Background: an optimization exercise with open tools, aiming at small area, a short achievable clock period and few clock cycles. Do not read the settings as production practice.
For this run, only the layout was checked, not whether the RTL still works.
Power figures rest on the tool's default switching activity, not on a simulated workload.

`flow/flow/run.sh`:
```
#!/bin/bash
set -euo pipefail
bash standard.sh BUFFER_PORTS_ARGS="-buffer_cell sky130_fd_sc_hd__buf_1" finish > make_finish.log 2>&1
```
`flow/standard.sh`:
```
#!/bin/bash
# synth_recipe.tcl (not shown) runs the flow's synth.tcl, then flattens the netlist and writes it again
# the make line also repeats each setting of config.mk as NAME=value (left out here)
make -C /OpenROAD-flow-scripts/flow DESIGN_CONFIG=/design/flow/config.mk WORK_HOME=/design/flow/orfs CLKGATE_MAP_FILE= SYNTH_SCRIPT=/design/flow/synth_recipe.tcl "${@:-finish}"
```
`flow/config.mk`:
```
export PLATFORM = sky130hd
export DESIGN_NAME = dcache_port
export DESIGN_NICKNAME = dcache_port
export VERILOG_FILES = /design/flow/design.v
export SDC_FILE = /design/flow/constraint.sdc
export NUM_CORES = 4
export LEC_CHECK = 0
export CAP_MARGIN = 20
export CORE_MARGIN = 2
export CORE_UTILIZATION = 40
export CTS_BUF_LIST = sky130_fd_sc_hd__clkbuf_8
export SETUP_SLACK_MARGIN = 2.5
export SLEW_MARGIN = 20
export TNS_END_PERCENT = 0
```
`flow/constraint.sdc`:
```
create_clock -name core_clock -period 6.5 [get_ports {clk}]
set_input_delay 1.3000 -clock core_clock [delete_from_list [all_inputs] [get_ports {clk}]]
set_output_delay 1.3000 -clock core_clock [all_outputs]
set_load 0.01 [all_outputs]
```
`flow/design.v`:
```
`timescale 1ns/1ps
`default_nettype none
module dcache_port (
    input  logic        clk,
    input  logic        rstn,
    input  logic        req_valid,
    input  logic [63:0] req_address,
    input  logic [63:0] req_value,
    input  logic [1:0]  req_op,
    input  logic [1:0]  req_size,
    input  logic        req_unsigned,
    input  logic [3:0]  req_amo,
    output logic        req_ready,
    output logic        resp_valid,
    output logic [63:0] resp_value,
    output logic        ex_valid,
    output logic        ex_cause,
    output logic [63:0] ex_tval,
    output logic        ar_valid,
    output logic [63:0] ar_addr,
    input  logic        ar_ready,
    input  logic        r_valid,
    input  logic [63:0] r_data,
    output logic        aw_valid,
    output logic [63:0] aw_addr,
    input  logic        aw_ready,
    output logic        w_valid,
    output logic [63:0] w_data,
    output logic [7:0]  w_strb,
    input  logic        w_ready,
    input  logic        b_valid
);
    logic nrdy_q;    
    logic ldw_q;     
    logic ex_q;      
    logic arp_q;     
    logic rw_q;      
    logic awp_q;     
    logic wp_q;      
    logic bw_q;      
    logic calc_q;    
    logic mm_q;      
    logic        ld_q;
    logic [63:0] addr_q;
    logic [63:0] val_q;     
    logic [63:0] old_q;     
    logic [7:0]  o1_q;                   
    logic        f1_q, f2_q, f4_q;       
    logic        sx_q;                   
    logic        sub_q, add_q, kp_q, kg_q, sgn_q, max_q;   
    logic is_load, is_store, misal;
    assign is_load  = req_op == 2'd0;
    assign is_store = req_op == 2'd1;
    always_comb begin
        unique case (req_size)
            2'd0: misal = 1'b0;
            2'd1: misal = req_address[0];
            2'd2: misal = |req_address[1:0];
            default: misal = |req_address[2:0];
        endcase
    end
    logic rdone, acc, acc_rd, acc_st, amo_rd;
    assign rdone      = rw_q & r_valid;
    assign amo_rd     = rdone & ~ld_q;
    assign resp_valid = (ldw_q & r_valid) | (bw_q & b_valid);
    assign req_ready  = ~nrdy_q | resp_valid;
    assign acc        = req_valid & req_ready;
    assign acc_rd     = acc & ~misal & ~is_store;
    assign acc_st     = acc & ~misal & is_store;
    assign ex_valid = ex_q;
    assign ex_cause = ~ld_q;
    assign ex_tval  = addr_q;
    logic [63:0] addr_out;
    assign addr_out = (arp_q | awp_q) ? addr_q : req_address;
    assign ar_valid = arp_q | acc_rd;
    assign ar_addr  = addr_out;
    assign aw_valid = awp_q | acc_st;
    assign aw_addr  = addr_out;
    logic [7:0]  lb [8];
    logic [7:0]  sg, o1;
    logic        f1, f2, f4;
    logic [7:0]  b0, b1, b2, b3;
    logic        ext;
    logic [63:0] aligned;
    always_comb begin
        for (int k = 0; k < 8; k++) lb[k] = r_data[8*k +: 8];
        o1 = o1_q & {8{rw_q}};
        f1 = f1_q & rw_q;
        f2 = f2_q & rw_q;
        f4 = f4_q & rw_q;
        for (int k = 0; k < 8; k++) begin
            sg[k] = o1[k] & ~f1_q;
            if (k % 2 == 1) sg[k] = sg[k] | (o1[k-1] & f1_q & ~f2_q);
            if (k % 4 == 3) sg[k] = sg[k] | (o1[k-3] & f2_q & ~f4_q);
            sg[k] = sg[k] & sx_q;
        end
        b0 = '0; b1 = '0; b2 = '0; b3 = '0; ext = 1'b0;
        for (int k = 0; k < 8; k++) begin
            b0  |= lb[k] & {8{o1[k]}};
            ext |= lb[k][7] & sg[k];
        end
        for (int k = 0; k < 4; k++) b1 |= lb[2*k+1] & {8{o1[2*k]}};
        for (int k = 0; k < 2; k++) begin
            b2 |= lb[4*k+2] & {8{o1[4*k]}};
            b3 |= lb[4*k+3] & {8{o1[4*k]}};
        end
        aligned[7:0]   = b0;
        aligned[15:8]  = (b1 & {8{f1}}) | {8{ext & ~f1_q}};
        aligned[31:16] = ({b3, b2} & {16{f2}}) | {16{ext & ~f2_q}};
        aligned[63:32] = (r_data[63:32] & {32{f4}}) | {32{ext & ~f4_q}};
    end
    assign resp_value = aligned | (old_q & {64{~rw_q}});
    logic [63:0] wsrc;
    logic [1:0]  wsize;
    logic [2:0]  woff;
    logic [7:0]  strb_base;
    assign wsrc  = ~wp_q ? req_value : mm_q ? old_q : val_q;
    assign wsize = wp_q ? {f2_q, (f1_q & ~f2_q) | f4_q} : req_size;
    assign woff  = wp_q ? addr_q[2:0] : req_address[2:0];
    always_comb begin
        unique case (wsize)
            2'd0: begin w_data = {8{wsrc[7:0]}};  strb_base = 8'h01; end
            2'd1: begin w_data = {4{wsrc[15:0]}}; strb_base = 8'h03; end
            2'd2: begin w_data = {2{wsrc[31:0]}}; strb_base = 8'h0f; end
            default: begin w_data = wsrc;         strb_base = 8'hff; end
        endcase
    end
    assign w_strb  = strb_base << woff;
    assign w_valid = wp_q | acc_st;
    logic        sub, word, lt_u, lt, take_old, is_add, c32, c64;
    logic [63:0] pg_p, pg_g, cy, lres, alu;
    assign sub  = sub_q;
    assign word = f2_q & ~f4_q;
    assign pg_p = old_q ^ val_q;
    assign pg_g = old_q & val_q;
    always_comb begin
        logic [63:0] gg, pp;
        gg = pg_g;
        pp = pg_p;
        gg[0] = pg_g[0] | (pg_p[0] & sub);
        for (int l = 0; l < 6; l++)
            for (int j = 0; j < 64; j++)
                if (j[l]) begin
                    gg[j] = gg[j] | (pp[j] & gg[((j >> l) << l) - 1]);
                    pp[j] = pp[j] & pp[((j >> l) << l) - 1];
                end
        cy  = {gg[62:0], sub};
        c64 = gg[63];
    end
    assign c32  = cy[32];
    assign lt_u = word ? ~c32 : ~c64;
    always_comb begin
        logic so, sv;
        so = word ? old_q[31] : old_q[63];
        sv = word ? ~val_q[31] : ~val_q[63];
        lt = (sgn_q & (so ^ sv)) ? so : lt_u;
    end
    assign take_old = lt ^ max_q;
    assign is_add   = add_q;
    always_comb begin
        lres = (pg_p & {64{kp_q}}) | (pg_g & {64{kg_q}}) | (val_q & {64{~(sub_q | add_q | kp_q | kg_q)}})
             | (~val_q & {64{sub_q}});
    end
    assign alu = is_add ? pg_p ^ cy : lres;
    logic acc_inv, d_add, d_kp, d_kg, d_sgn, d_max;
    assign acc_inv = req_op == 2'd2
                   & (req_amo[3] | (req_amo[2] & req_amo[0]) | (req_amo[2] & req_amo[1]));
    assign d_add   = req_amo == 4'd1;
    assign d_kp    = req_amo == 4'd2 || req_amo == 4'd4;
    assign d_kg    = req_amo == 4'd3 || req_amo == 4'd4;
    assign d_sgn   = req_amo == 4'd5 || req_amo == 4'd6;
    assign d_max   = req_amo == 4'd6 || req_amo == 4'd8;
    always_ff @(posedge clk or negedge rstn) begin
        if (!rstn) begin
            nrdy_q <= 1'b0;
            ldw_q  <= 1'b0;
            ex_q   <= 1'b0;
            arp_q  <= 1'b0;
            rw_q   <= 1'b0;
            awp_q  <= 1'b0;
            wp_q   <= 1'b0;
            bw_q   <= 1'b0;
            calc_q <= 1'b0;
            mm_q   <= 1'b0;
        end else begin
            nrdy_q <= acc ? ~misal : nrdy_q & ~resp_valid;
            ldw_q  <= acc ? ~misal & is_load : ldw_q & ~r_valid;
            ex_q   <= acc & misal;
            arp_q  <= ar_valid & ~ar_ready;
            rw_q   <= acc_rd | (rw_q & ~r_valid);
            awp_q  <= (aw_valid & ~aw_ready) | amo_rd;
            wp_q   <= (w_valid & ~w_ready) | calc_q;
            bw_q   <= acc_st | amo_rd | (bw_q & ~b_valid);
            calc_q <= amo_rd;
            if (acc) mm_q <= 1'b0;
            else if (calc_q) mm_q <= sub & take_old;
        end
    end
    always_ff @(posedge clk) begin
        if (acc) begin
            ld_q    <= is_load;
            addr_q  <= req_address;
            o1_q    <= 8'd1 << req_address[2:0];
            f1_q    <= req_size != 2'd0;
            f2_q    <= req_size[1];
            f4_q    <= req_size == 2'd3;
            sx_q    <= ~(req_unsigned & is_load);
            sub_q   <= acc_inv;
            add_q   <= d_add;
            kp_q    <= d_kp;
            kg_q    <= d_kg;
            sgn_q   <= d_sgn;
            max_q   <= d_max;
        end
        if (acc) val_q <= req_value ^ {64{acc_inv}};
        else if (calc_q) val_q <= alu;
        if (amo_rd) old_q <= aligned;
    end
endmodule
`default_nettype wire
```
==> results.txt <==
## registers in the layout, indices dropped and copies added, names as in the netlist, 8 cells and up
register  cells
o1_q          8
old_q        64
val_q        64
addr_q       64
## worst reg2reg max path: cells and delay by family (launching register included)
kind | cells | cell delay, ps
AOI/OAI and AO/OA | 6 | 1140
xor gates and xnor gates | 1 | 150
adders and majority gates | 3 | 1020
buffers and inverters | 2 | 190
DFF | 1 | 470
and+or+nand+nor | 3 | 570
## Yosys cell counts (6+ instances only)
| master | n |
|---|---|
| nand2_1 | 176 |
| a211oi_1 | 18 |
| nand2b_1 | 10 |
| a41oi_1 | 6 |
| and3_1 | 7 |
| and2_1 | 11 |
| clkbuf_1 | 115 |
| o211ai_1 | 23 |
| a221oi_1 | 51 |
| nor2_1 | 111 |
| buf_1 | 12 |
| nand3_1 | 33 |
| nor3b_1 | 6 |
| dfrtp_1 | 10 |
| a221o_1 | 27 |
| edfxtp_1 | 211 |
| ha_1 | 64 |
| inv_1 | 32 |
| fa_1 | 7 |
| a22oi_1 | 43 |
| nor3_1 | 8 |
| a31oi_1 | 15 |
| xor2_1 | 52 |
| mux2_2 | 70 |
| a21oi_1 | 168 |
| xnor2_1 | 58 |
| o221ai_1 | 6 |
| or3_1 | 9 |
| o21a_1 | 6 |
| or2_2 | 9 |
| buf_4 | 64 |
| mux2i_1 | 79 |
| o21ai_1 | 6 |
| a21o_1 | 116 |
| buf_2 | 17 |
| o22ai_1 | 6 |
| a22o_1 | 12 |
| o21ai_0 | 188 |
## path summary, 6_finish.rpt
path / start / end / slack (ps) / cells past startpoint
max in group asynchronous: rstn / wp_q / 5100 / 1
min in group asynchronous: rstn / calc_q / 770 / 1
max: r_data[7] / resp_value[63] / 2220 / 10
min reg2reg: bw_q / bw_q / 500 / 1
max reg2reg: val_q[0] / val_q[33] / 2660 / 15
min: bw_q / bw_q / 500 / 1
## per-stage QoR
stage	setup slack (ps)	hold WS [ps]	power [mW]	cells	area, um2
after global placement	1550	476	1.98	2894	20000
after detailed placement	1520	485	1.98	2894	20000
after global routing	2180	516	3.49	3010	21400
after floorplan	1910	451	1.79	1937	17900
after CTS	2290	499	3.41	2998	21300
final	2220	502	3.41	3014	21400
## routing by layer
layer / track usage [%] / up-vias
met5: 0 / -
met4: 23.7 / 4
met1: 43.2 / 8981
met3: 8.30 / 271
met2: 56.2 / 1308
li1: - / 8200
## cell type report
class,instances,area (um2)
Fill cell,4306,22800
Multi-Input combinational cell,1478,10500
Sequential cell,221,6600
Timing Repair Buffer,599,2620
Tap cell,592,741
Clock buffer,49,674
Clock inverter,29,160
Inverter,33,126
Antenna cell,13,32.5
## power groups by stage
stage,clock network [mW],registers (mW),logic [mW]
global route,1.49,1.54,0.456
global placement,0,1.57,0.408
CTS,1.44,1.54,0.421
finish,1.43,1.54,0.435
detailed placement,0,1.57,0.408
floorplan,0,1.57,0.218
## cell families after synthesis
logic type / count (synthesis)
compound gates: 740
xor+xnor: 110
fa+ha+maj: 71
buf+inv: 241
flops: 221
mux: 149
simple gates: 405
## timing repair
action                     in CTS  in global routing
pin swaps                       6                  5
setup endpoints to repair     159                162
cloned                          4                  0
gates resized for setup        96                 24
setup buffers                  22                  3
## cell usage in the layout, fill, tap and decap left out, drive strengths merged, types with 8 or more instances in the layout
cell type	netlist	routed
mux2i	79	79
nor3	8	8
o211ai	26	26
dfrtp	10	10
nand3	33	34
clkinv	0	15
a21oi	171	171
nand2b	10	10
a22o	12	12
mux2	70	71
diode	0	13
a221o	27	27
a211oi	19	19
clkbuf	115	54
inv	33	45
xor2	52	52
edfxtp	211	211
ha	64	64
a21o	116	116
a22oi	43	43
a31oi	15	15
nor2	111	112
nand2	177	177
xnor2	58	58
or2	9	9
o21ai	195	195
or3	9	9
and2	11	11
a221oi	53	53
buf	93	594
==> key figures <==
Outcome
  • Outcome: complete, no violations

Timing
  • Unrepaired setup endpoints after global routing: true
  • Minimum clock period: 4280 ps
  • Measured slew at the worst slew-check pin: 1060 ps
  • Final Skew: 48.4 ps
  • Count of final setup violators: 0
  • FMAX: 234 MHz
  • Slew HR: 29.3%
  • Total negative slack: 0 ps
  • Slew Viols, Final: 0
  • Final period util: 65.8%
  • Final Hold Vio Count: 0

Die
  • Area of the core: 44200 um2
  • Full die area: 46600 um2
  • Die Span Y: roughly 220 um
  • Die width: 216 um
  • Cell Rows: 77
  • Ports: 544
  • Initial core utilization: 40.6%

Critical path
  • CP max stage delay: 250 ps
  • Slowest CP cell: a41o_1
  • Worst Path Required: around 5200 ps
  • Crit Path Class: in2out
  • CP Capture Type: output port
  • Worst setup SP type: primary input
  • Delay-heaviest family, CP: compound AO/OA/AOI/OAI gates
  • Worst path bufs/invs: 3
  • Worst-path cell chain: buf_4, a22oi_1, a41o_1, o221ai_2, nand2_2, nor2_4, buf_6, a21o_1, a21o_1, buf_2
  • Most frequent CP cell: a21o_1
  • Worst EP arrival: ~3000 ps
  • Crit path max fanout: 4

Drt
  • Met3 WL: 8820 um
  • Top sig layer: met5
  • Mean number of vias per cell: 6.23
  • Met2 wire len: around 40000 um
  • 1st-iter DRT viols: 2036
  • Pre-antenna DRT Iters: 6
  • Routed Antenna Nets: 0
  • DR WL/cell: about 29 um
  • # DRC: 0
  • Routed WL: 86800 um
  • Via count: 18764
  • DRT met1 WL: 32200 um

Global routing
  • Largest net degree at the start of global routing: 80
  • Initial antenna violation count: 14
  • Global-route wire length before repair: 121000 um
  • Global route total overflow: 0
  • Number of global-route vias before repair: 17342
  • Total GRT Usage: 35.5%

Synthesis
  • Synth cell types: between 70 and 80
  • Ys flop type: edfxtp_1
  • Syn nets: between 2000 and 2500
  • Top cells by area, synth: edfxtp_1 (35%), o21ai_0 (5.2%), a21o_1 (4.9%), a21oi_1 (4.7%), ha_1 (4.5%)
  • EDFF count, synth: 211
  • Yosys reg bits: 221
  • Post-synthesis compound-gate area fraction: 27.3%
  • Syn avg cell area: 9.26 um2
  • Register area share after synthesis: 36.7%
  • Post-synthesis simple-gate area fraction: between 10% and 20%
  • Leading area contributor after synthesis: edfxtp_1
  • Combinational family with the most area after synthesis: compound AO/OA/AOI/OAI gates
  • Top cell type's share of synthesized area: 35.3%
  • Mapped Cells: 1937
  • YS warnings: 2
  • XOR/XNOR Fraction of Synth Area: 5.37%
  • Adder-cell share of the synthesized area: around 5.2%
  • Post-synthesis mux area share: ~8.8%
  • Mapped cell area: 17900 um2
  • Asr flop ratio synth: 4.52%

Pwr
  • Net Sw Power: 989 uW
  • Combinational share of power: 12.8%
  • Pwr/cell area: 159 nW/um2
  • Power share of the clock group: roughly two fifths
  • Internal: 2.42 mW
  • Net Sw Frac: 29.0%
  • Leakage: around 7.5 nW
  • Worst vdd ir: 0.000113 V
  • Seq pwr share: 45.3%

CTS
  • CTS Buffer Depth: 3
  • Clock Tree Root: clkbuf_8
  • # clock sinks: 221
  • H-tree levels: 2
  • Clk latency of the worst-skew pair: about 620 ps
  • CTS Hold Bufs: 0
  • Cts bufs inserted: 43
  • CTS tree: done
  • Clk pin slew, worst setup/hold paths: ~60 ps

Run
  • Max-Cap Viols: 0

Place
  • IO buf count: 543
  • Gp weighted congestion: 1.05
  • HPWL after DPL: 63700 um

Layout
  • Share of cells above drive strength 1: 12.0%
  • Total Nets Final: 2656
  • Layout Area Growth over Synthesis: 19.3%
  • Utilization after layout: 48.4%

Worst hold path
  • Hold Path Class: reg2reg

## static timing again, ports no longer ideal
How much do the figures lean on ideal ports? The routed layout below was timed once more, with nothing changed but the port constraints.
Step 1 assumes that a clkbuf_16 drives the clock port and a buf_2 every other input.
Step 2 also shifts input and output timing later by t, the mid clock arrival at the registers, as if the neighbouring blocks saw the same clock.
a / b / c = ideal ports / drivers / drivers and shift; a / b = the first two.
shift t [ns]: 0.655
slack for setup (ns): 2.223 / 2.053 / 1.694
worst slew at a driven data input, ns: 0.20
pins driven straight from the clock port: 1
After both steps setup and hold are still met in this run. For this run, drivers alone change the setup slack by -0.170 ns; drivers and shift together by -0.529 ns.
